Source: an optimization exercise on an open RTL-to-GDS flow (aim: small area). Production flows keep margins and buffers that such runs may drop.
Function was checked by simulation only, so behaviour that the tests miss may differ from the original.
Power is estimated from default activity; no workload was simulated.

the baseline:
// core_top
module core_top (
	input  logic        clk_i,
	input  logic        rst_n_i,
	input  logic        fetch_enable_i,
	output logic        instr_req_o,
	output logic [31:0] instr_addr_o,
	input  logic        instr_gnt_i,
	input  logic        instr_rvalid_i,
	input  logic [31:0] instr_rdata_i,
	output logic        data_req_o,
	output logic        data_we_o,
	output logic [31:0] data_addr_o,
	output logic [31:0] data_wdata_o,
	input  logic        data_gnt_i,
	input  logic        data_rvalid_i,
	input  logic [31:0] data_rdata_i,
	output logic        core_busy_o
);
For scale: about 1100 flip-flops, about 170 I/O pins, about 27000 sq um of cells after synthesis.
Settings: LEC_CHECK=0, ABC_AREA=1, CAP_MARGIN=20, CELL_PAD_IN_SITES_DETAIL_PLACEMENT=0, CELL_PAD_IN_SITES_GLOBAL_PLACEMENT=0, CORE_MARGIN=2, CORE_UTILIZATION=70, PLACE_DENSITY=0.85, SLEW_MARGIN=20; clock period 10.0 ns.
standard.sh (not shown) runs the stock make flow with config.mk's settings and CLKGATE_MAP_FILE= SYNTH_SCRIPT=/design/flow/synth_recipe.tcl, a recipe that flattens the netlist after the stock synthesis.
==> flow/flow/run.sh <==
#!/bin/bash
set -euo pipefail
export BUFFER_PORTS_ARGS="-buffer_cell sky130_fd_sc_hd__buf_1"
export CTS_ARGS="-sink_clustering_enable -repair_clock_nets -dont_use_dummy_load -buf_list sky130_fd_sc_hd__clkbuf_4 -sink_clustering_size 10 -sink_clustering_max_diameter 30"
bash standard.sh > standard_flow.log 2>&1
The baseline reached the end of the flow, and the finished layout is clean on the timing, design-rule and antenna checks.
diff inputs: the baseline => the candidate
- changing CORE_UTILIZATION from 70 to 60
- changing PLACE_DENSITY from 0.85 to 0.7
==> flow/flow/run.sh <==
#!/bin/bash
set -euo pipefail
export BUFFER_PORTS_ARGS="-buffer_cell sky130_fd_sc_hd__buf_1"
export CTS_ARGS="-sink_clustering_enable -repair_clock_nets -dont_use_dummy_load -buf_list sky130_fd_sc_hd__clkbuf_8 -sink_clustering_size 20 -sink_clustering_max_diameter 50"
bash standard.sh > standard_flow.log 2>&1
### Flow results
Summary of the candidate over the baseline: critical path data arrival time -0.42 ns, final routed wirelength across all metal layers -about 9%, horizontal extent of the die +about 8%.

* * *

The RTL this note starts from:
==> flow/design.v <==
`default_nettype none
module rf_ring (
	input  logic clk_i,
	input  logic wen_i,
	input  logic wbit_i,
	output logic head_o
);
	logic [31:0] q;
	always_ff @(posedge clk_i) begin
		q <= {wen_i ? wbit_i : q[0], q[31:1]};
	end
	assign head_o = q[0];
endmodule
module rf_rmux (
	input  logic [31:0] v_i,
	input  logic [4:0]  sel_i,
	output logic        o
);
	assign o = v_i[sel_i];
endmodule
module sh_reg (
	input  logic        clk_i,
	input  logic        ld_i,
	input  logic [31:0] pin_i,
	input  logic        sh_i,
	input  logic        sin_i,
	output logic [31:0] q_o
);
	always_ff @(posedge clk_i) begin
		if (ld_i) q_o <= pin_i;
		else if (sh_i) q_o <= {sin_i, q_o[31:1]};
	end
endmodule
module rf_wdec (
	input  logic [4:0]  rd_i,
	input  logic        we_i,
	input  logic        all_i,
	output logic [31:1] wen_o
);
	logic [3:0] hi;
	logic [7:0] lo;
	for (genvar i = 0; i < 4; i++) begin : g_hi
		assign hi[i] = all_i | (we_i & (rd_i[4:3] == i));
	end
	for (genvar i = 0; i < 8; i++) begin : g_lo
		assign lo[i] = all_i | (rd_i[2:0] == i);
	end
	for (genvar k = 1; k < 32; k++) begin : g_w
		assign wen_o[k] = hi[k >> 3] & lo[k & 7];
	end
endmodule
`default_nettype wire
`default_nettype none
module core_top (
	input  logic        clk_i,
	input  logic        rst_n_i,
	input  logic        fetch_enable_i,
	output logic        instr_req_o,
	output logic [31:0] instr_addr_o,
	input  logic        instr_gnt_i,
	input  logic        instr_rvalid_i,
	input  logic [31:0] instr_rdata_i,
	output logic        data_req_o,
	output logic        data_we_o,
	output logic [31:0] data_addr_o,
	output logic [31:0] data_wdata_o,
	input  logic        data_gnt_i,
	input  logic        data_rvalid_i,
	input  logic [31:0] data_rdata_i,
	output logic        core_busy_o
);
	localparam logic [3:0] S_CLR   = 4'd0;   
	localparam logic [3:0] S_IDLE  = 4'd1;
	localparam logic [3:0] S_FREQ  = 4'd2;   
	localparam logic [3:0] S_FWAIT = 4'd3;   
	localparam logic [3:0] S_RDY1  = 4'd4;   
	localparam logic [3:0] S_P1    = 4'd5;   
	localparam logic [3:0] S_P2B   = 4'd6;   
	localparam logic [3:0] S_P2S   = 4'd7;   
	localparam logic [3:0] S_DREQ  = 4'd8;   
	localparam logic [3:0] S_DWAIT = 4'd9;   
	localparam logic [3:0] S_RDY3  = 4'd10;  
	localparam logic [3:0] S_P3    = 4'd11;  
	logic [3:0]  state_q, state_d;
	logic [4:0]  ph_q;
	logic        st_q;      
	logic        neq_q;     
	logic        calu_q;    
	logic        cpc_q;     
	logic [31:0] ir_q;      
	logic [4:0]  rs2_q;     
	logic [31:0] addr_q;    
	logic [31:0] head;      
	wire ph0 = (ph_q == 5'd0);
	wire ir_ld = (state_q == S_FWAIT) & instr_rvalid_i;
	wire ph31 = (ph_q == 5'd31);
	wire [6:0] opc = ir_q[6:0];
	wire [2:0] f3  = ir_q[14:12];
	wire [6:0] f7  = ir_q[31:25];
	wire [4:0] rd  = ir_q[11:7];
	wire [4:0] rs1 = ir_q[19:15];
	wire f3_alu = (f3 == 3'b000) | (f3 == 3'b100) | (f3 == 3'b110) | (f3 == 3'b111);
	wire is_lui = (opc == 7'b0110111);
	wire is_opi = (opc == 7'b0010011) & f3_alu;
	wire is_op  = (opc == 7'b0110011) & f3_alu &
		((f7 == 7'b0000000) | ((f7 == 7'b0100000) & (f3 == 3'b000)));
	wire is_ld  = (opc == 7'b0000011) & (f3 == 3'b010);
	wire is_st  = (opc == 7'b0100011) & (f3 == 3'b010);
	wire is_br  = (opc == 7'b1100011) & (f3[2:1] == 2'b00);
	wire is_jal = (opc == 7'b1101111);
	wire in_clr = (state_q == S_CLR);
	wire in_p1  = (state_q == S_P1);
	wire in_p2b = (state_q == S_P2B);
	wire in_p2s = (state_q == S_P2S);
	wire in_p3  = (state_q == S_P3);
	logic [11:0] lo_v;
	logic [19:0] hi_v;
	logic [4:0]  s_v;
	logic        m_lo, m_hi, m_s, imm;
	assign lo_v = ir_q[31:20];
	assign hi_v = ir_q[31:12];
	assign s_v  = ir_q[11:7];
	assign m_lo = lo_v[ph_q[3:0]];
	assign m_hi = hi_v[ph_q - 5'd12];
	assign m_s  = s_v[ph_q[2:0]];
	always_comb begin
		if (is_lui) imm = (ph_q >= 5'd12) ? m_hi : 1'b0;
		else if ((ph_q == 5'd0) && (is_br | is_jal)) imm = 1'b0;
		else if (ph_q <= 5'd4) imm = (is_st | is_br) ? m_s : m_lo;
		else if (ph_q <= 5'd10) imm = m_lo;
		else if (ph_q == 5'd11) imm = is_br ? ir_q[7] : is_jal ? ir_q[20] : ir_q[31];
		else if ((ph_q <= 5'd19) && is_jal) imm = m_hi;
		else imm = ir_q[31];
	end
	wire four = (ph_q == 5'd2);
	wire pc_bit = head[0];
	logic [31:0] hz;
	logic rs1_bit, rs2_bit;
	assign hz = {head[31:1], 1'b0};
	rf_rmux u_rmux_a (.v_i(hz), .sel_i(rs1), .o(rs1_bit));
	rf_rmux u_rmux_b (.v_i(hz), .sel_i(rs2_q), .o(rs2_bit));
	wire a = is_jal ? pc_bit : is_lui ? 1'b0 : rs1_bit;
	wire b0 = (is_op | is_br) ? rs2_bit : is_jal ? four : imm;
	wire sub = is_op & ir_q[30];
	wire b = b0 ^ sub;
	wire cin = ph0 ? sub : calu_q;
	wire sum = a ^ b ^ cin;
	wire cout = (a & b) | (a & cin) | (b & cin);
	logic alu;
	always_comb begin
		if (is_op | is_opi) begin
			case (f3)
				3'b100:  alu = a ^ b;
				3'b110:  alu = a | b;
				3'b111:  alu = a & b;
				default: alu = sum;
			endcase
		end else begin
			alu = sum;
		end
	end
	wire taken = neq_q ^ ~f3[0];
	logic inc;
	always_comb begin
		inc = 1'b0;
		if (in_p1) inc = is_jal ? imm : is_br ? 1'b0 : four;
		if (in_p2b) inc = taken ? imm : four;
	end
	wire cpc_in = ph0 ? 1'b0 : cpc_q;
	wire pc_sum = pc_bit ^ inc ^ cpc_in;
	wire pc_in = in_clr ? 1'b0 : pc_sum;
	wire rf_we = (in_p1 & (is_lui | is_opi | is_op | is_jal)) | (in_p3 & ~st_q);
	wire wbit = in_clr ? 1'b0 : in_p3 ? addr_q[0] : alu;
	logic [31:0] pc_q;
	always_ff @(posedge clk_i) begin
		pc_q <= {pc_in, pc_q[31:1]};
	end
	assign head[0] = pc_q[0];
	logic [31:1] wen;
	rf_wdec u_wdec (.rd_i(rd), .we_i(rf_we), .all_i(in_clr), .wen_o(wen));
	for (genvar k = 1; k < 32; k++) begin : g_rf
		rf_ring u_ring (.clk_i(clk_i), .wen_i(wen[k]), .wbit_i(wbit), .head_o(head[k]));
	end
	wire running = in_clr | in_p1 | in_p2b | in_p3;
	wire [3:0] go = fetch_enable_i ? S_FREQ : S_IDLE;
	always_comb begin
		state_d = state_q;
		case (state_q)
			S_CLR:   if (ph31) state_d = go;
			S_IDLE:  if (fetch_enable_i) state_d = S_FREQ;
			S_FREQ:  if (instr_gnt_i) state_d = S_FWAIT;
			S_FWAIT: if (instr_rvalid_i) state_d = ph31 ? S_P1 : S_RDY1;
			S_RDY1:  if (ph31) state_d = S_P1;
			S_P1:    if (ph31) state_d = is_br ? S_P2B : is_st ? S_P2S :
					is_ld ? S_DREQ : go;
			S_P2B:   if (ph31) state_d = go;
			S_P2S:   if (ph31) state_d = S_DREQ;
			S_DREQ:  if (data_gnt_i) state_d = S_DWAIT;
			S_DWAIT: if (data_rvalid_i) state_d = ph31 ? S_P3 : S_RDY3;
			S_RDY3:  if (ph31) state_d = S_P3;
			S_P3:    if (ph31) state_d = go;
			default: state_d = S_CLR;
		endcase
	end
	always_ff @(posedge clk_i or negedge rst_n_i) begin
		if (!rst_n_i) begin
			state_q <= S_CLR;
			ph_q    <= 5'd0;
		end else begin
			state_q <= state_d;
			ph_q    <= ph_q + 5'd1;
		end
	end
	always_ff @(posedge clk_i) begin
		calu_q <= cout;
		cpc_q  <= (pc_bit & inc) | (pc_bit & cpc_in) | (inc & cpc_in);
		if (in_p1) neq_q <= (ph0 ? 1'b0 : neq_q) | (a ^ b);
		if (in_p1 & ph31) st_q <= is_st;
		if (ir_ld) rs2_q <= instr_rdata_i[24:20];
	end
	sh_reg u_ir (.clk_i(clk_i), .ld_i(ir_ld), .pin_i(instr_rdata_i), .sh_i(in_p2s),
		.sin_i(rs2_bit), .q_o(ir_q));
	sh_reg u_addr (.clk_i(clk_i), .ld_i((state_q == S_DWAIT) & data_rvalid_i),
		.pin_i(data_rdata_i), .sh_i(running),
		.sin_i((in_p1 & (is_ld | is_st)) ? alu : pc_in), .q_o(addr_q));
	assign instr_req_o  = (state_q == S_FREQ);
	assign instr_addr_o = addr_q;
	assign data_req_o   = (state_q == S_DREQ);
	assign data_we_o    = st_q;
	assign data_addr_o  = addr_q;
	assign data_wdata_o = ir_q;
	assign core_busy_o  = (state_q != S_IDLE);
endmodule
`default_nettype wire
==> flow/config.mk <==
export PLATFORM = sky130hd
export DESIGN_NAME = core_top
export DESIGN_NICKNAME = core_top
export VERILOG_FILES = /design/flow/design.v
export SDC_FILE = /design/flow/constraint.sdc
export NUM_CORES = 4
export LEC_CHECK = 0
export ABC_AREA = 1
export CAP_MARGIN = 20
export CELL_PAD_IN_SITES_DETAIL_PLACEMENT = 0
export CELL_PAD_IN_SITES_GLOBAL_PLACEMENT = 0
export CORE_MARGIN = 2
export CORE_UTILIZATION = 60
export PLACE_DENSITY = 0.7
export SLEW_MARGIN = 20
==> flow/constraint.sdc <==
create_clock -name core_clock -period 10.0 [get_ports {clk_i}]
set_input_delay 2.0000 -clock core_clock [delete_from_list [all_inputs] [get_ports {clk_i}]]
set_output_delay 2.0000 -clock core_clock [all_outputs]
set_load 0.01 [all_outputs]
==> flow/flow/run.sh <==
#!/bin/bash
set -euo pipefail
export BUFFER_PORTS_ARGS="-buffer_cell sky130_fd_sc_hd__buf_1"
export CTS_ARGS="-sink_clustering_enable -repair_clock_nets -dont_use_dummy_load -buf_list {sky130_fd_sc_hd__clkbuf_4 sky130_fd_sc_hd__clkbuf_8 sky130_fd_sc_hd__clkbuf_16} -sink_clustering_size 20 -sink_clustering_max_diameter 50"
bash standard.sh > standard_flow.log 2>&1
The first run passed the timing, design-rule and antenna checks.
Change:
==> flow/flow/run.sh (replaced) <==
#!/bin/bash
set -euo pipefail
export BUFFER_PORTS_ARGS="-buffer_cell sky130_fd_sc_hd__buf_1"
export CTS_ARGS="-sink_clustering_enable -repair_clock_nets -dont_use_dummy_load -buf_list sky130_fd_sc_hd__clkbuf_8 -sink_clustering_size 22 -sink_clustering_max_diameter 50"
sed "s|SYNTH_SCRIPT=[^ ]*|SYNTH_SCRIPT=$PWD/flow/my_synth.tcl|" standard.sh > my_synth.sh
bash my_synth.sh synth > synth.log 2>&1
export SYNTH_ODB="$PWD/orfs/results/$FLOW_PLATFORM/core_top/base/1_synth.odb"
openroad -no_init -exit flow/downsize.tcl > downsize.log 2>&1
bash standard.sh > standard_flow.log 2>&1
==> flow/flow/area.abc (new file) <==
strash
dc2
strash
dch -f
amap -m
topo
dnsize -c
==> flow/flow/downsize.tcl (new file) <==
# Swap every combinational cell that synthesis sized up back to its
# smallest drive strength; flip-flops and clock cells are left alone.
# Timing slack is several ns, and later repair steps size up where needed.
read_db $::env(SYNTH_ODB)
set db [ord::get_db]
set block [[$db getChip] getBlock]
set n 0
foreach inst [$block getInsts] {
  set name [[$inst getMaster] getName]
  if {![regexp {^sky130_fd_sc_hd__([a-z0-9]+)_([0-9]+)$} $name -> fn drv]} { continue }
  if {$drv <= 1} { continue }
  if {[regexp {^(df|edf|sdf|sedf|dl|clk|tap|fill|decap|conb)} $fn]} { continue }
  foreach t {1 0} {
    set m [$db findMaster sky130_fd_sc_hd__${fn}_$t]
    if {$m ne "NULL"} {
      $inst swapMaster $m
      incr n
      break
    }
  }
}
puts "downsized $n instances"
write_db $::env(SYNTH_ODB)
==> flow/flow/my_synth.tcl (new file) <==
# The standard synthesis (synth_recipe.tcl), with one change: abc maps
# the combinational logic with the area script flow/area.abc instead of
# ORFS's own. Flip-flops are mapped before abc runs, so they are unchanged.
set flow_dir [file dirname [file normalize [info script]]]
proc abc {args} {
  global flow_dir
  set i [lsearch $args -script]
  if {$i >= 0} { lset args [expr {$i + 1}] [file join $flow_dir area.abc] }
  yosys abc {*}$args
}
source [file join [file dirname $flow_dir] synth_recipe.tcl]
Result:
- worst setup slack is worse by 1500 ps
- wire length went down by 10%
- core utilization went down by 1.3 points
- via count went down by 5.1%
- critical path depth went down by 4
- total power went down by 8.4%
- flip-flop and latch count does not change
- synthesized cell count went down by 8.4%
- worst hold slack is worse by 38 ps
- die area went down by 2.7%
- maximum frequency went down by 28%
Change:
==> flow/flow/run.sh (replaced) <==
#!/bin/bash
set -euo pipefail
export BUFFER_PORTS_ARGS="-buffer_cell sky130_fd_sc_hd__buf_1"
export CTS_ARGS="-sink_clustering_enable -repair_clock_nets -dont_use_dummy_load -buf_list sky130_fd_sc_hd__clkbuf_8 -sink_clustering_size 22 -sink_clustering_max_diameter 50"
bash standard.sh synth > synth.log 2>&1
export SYNTH_ODB="$PWD/orfs/results/$FLOW_PLATFORM/core_top/base/1_synth.odb"
openroad -no_init -exit flow/downsize.tcl > downsize.log 2>&1
bash standard.sh > standard_flow.log 2>&1
removed: flow/flow/area.abc
removed: flow/flow/my_synth.tcl
=> The changed run completed with no timing, DRC or antenna violations; worst hold slack gets worse by 11 ps; core utilization is lower by 0.40 points; worst setup slack improved by 1400 ps.

## afterwards: timing with drivers on the ports
The flow's constraints put no driver on any port. The routed layouts listed below were extracted and timed again, unchanged, in two steps.
Step 1 sets driving cells, clkbuf_16 on the clock port and buf_2 on the other inputs (assumed; they add their load-dependent delay and slew).
Step 2 also shifts input and output timing later by t, the mid clock arrival at the registers, as if the neighbouring blocks saw the same clock.
Three values: ideal, step 1, step 2; two values: the first two.
run	t, ns	setup WS [ns]	slew at the worst register clock pin (ns)	worst data-port slew with drivers (ns)	cell pins on the clock port's net
the baseline	0.819	5.882 / 5.882 / 5.882	0.10 / 0.10	0.09	1
the candidate	0.674	6.176 / 6.176 / 5.906	0.12 / 0.12	0.10	1
the first run of note 2	0.622	6.159 / 6.159 / 5.797	0.08 / 0.08	0.08	1
the second run of note 2	0.653	4.656 / 4.656 / 4.656	0.12 / 0.12	0.05	1
the third run of note 2	0.664	6.056 / 6.077 / 5.412	0.12 / 0.12	0.05	1
After both steps every run listed still meets setup and hold. The setup slack of the third run of note 2, which loses most, moves by +0.021 ns with the drivers and by -0.644 ns with both steps.
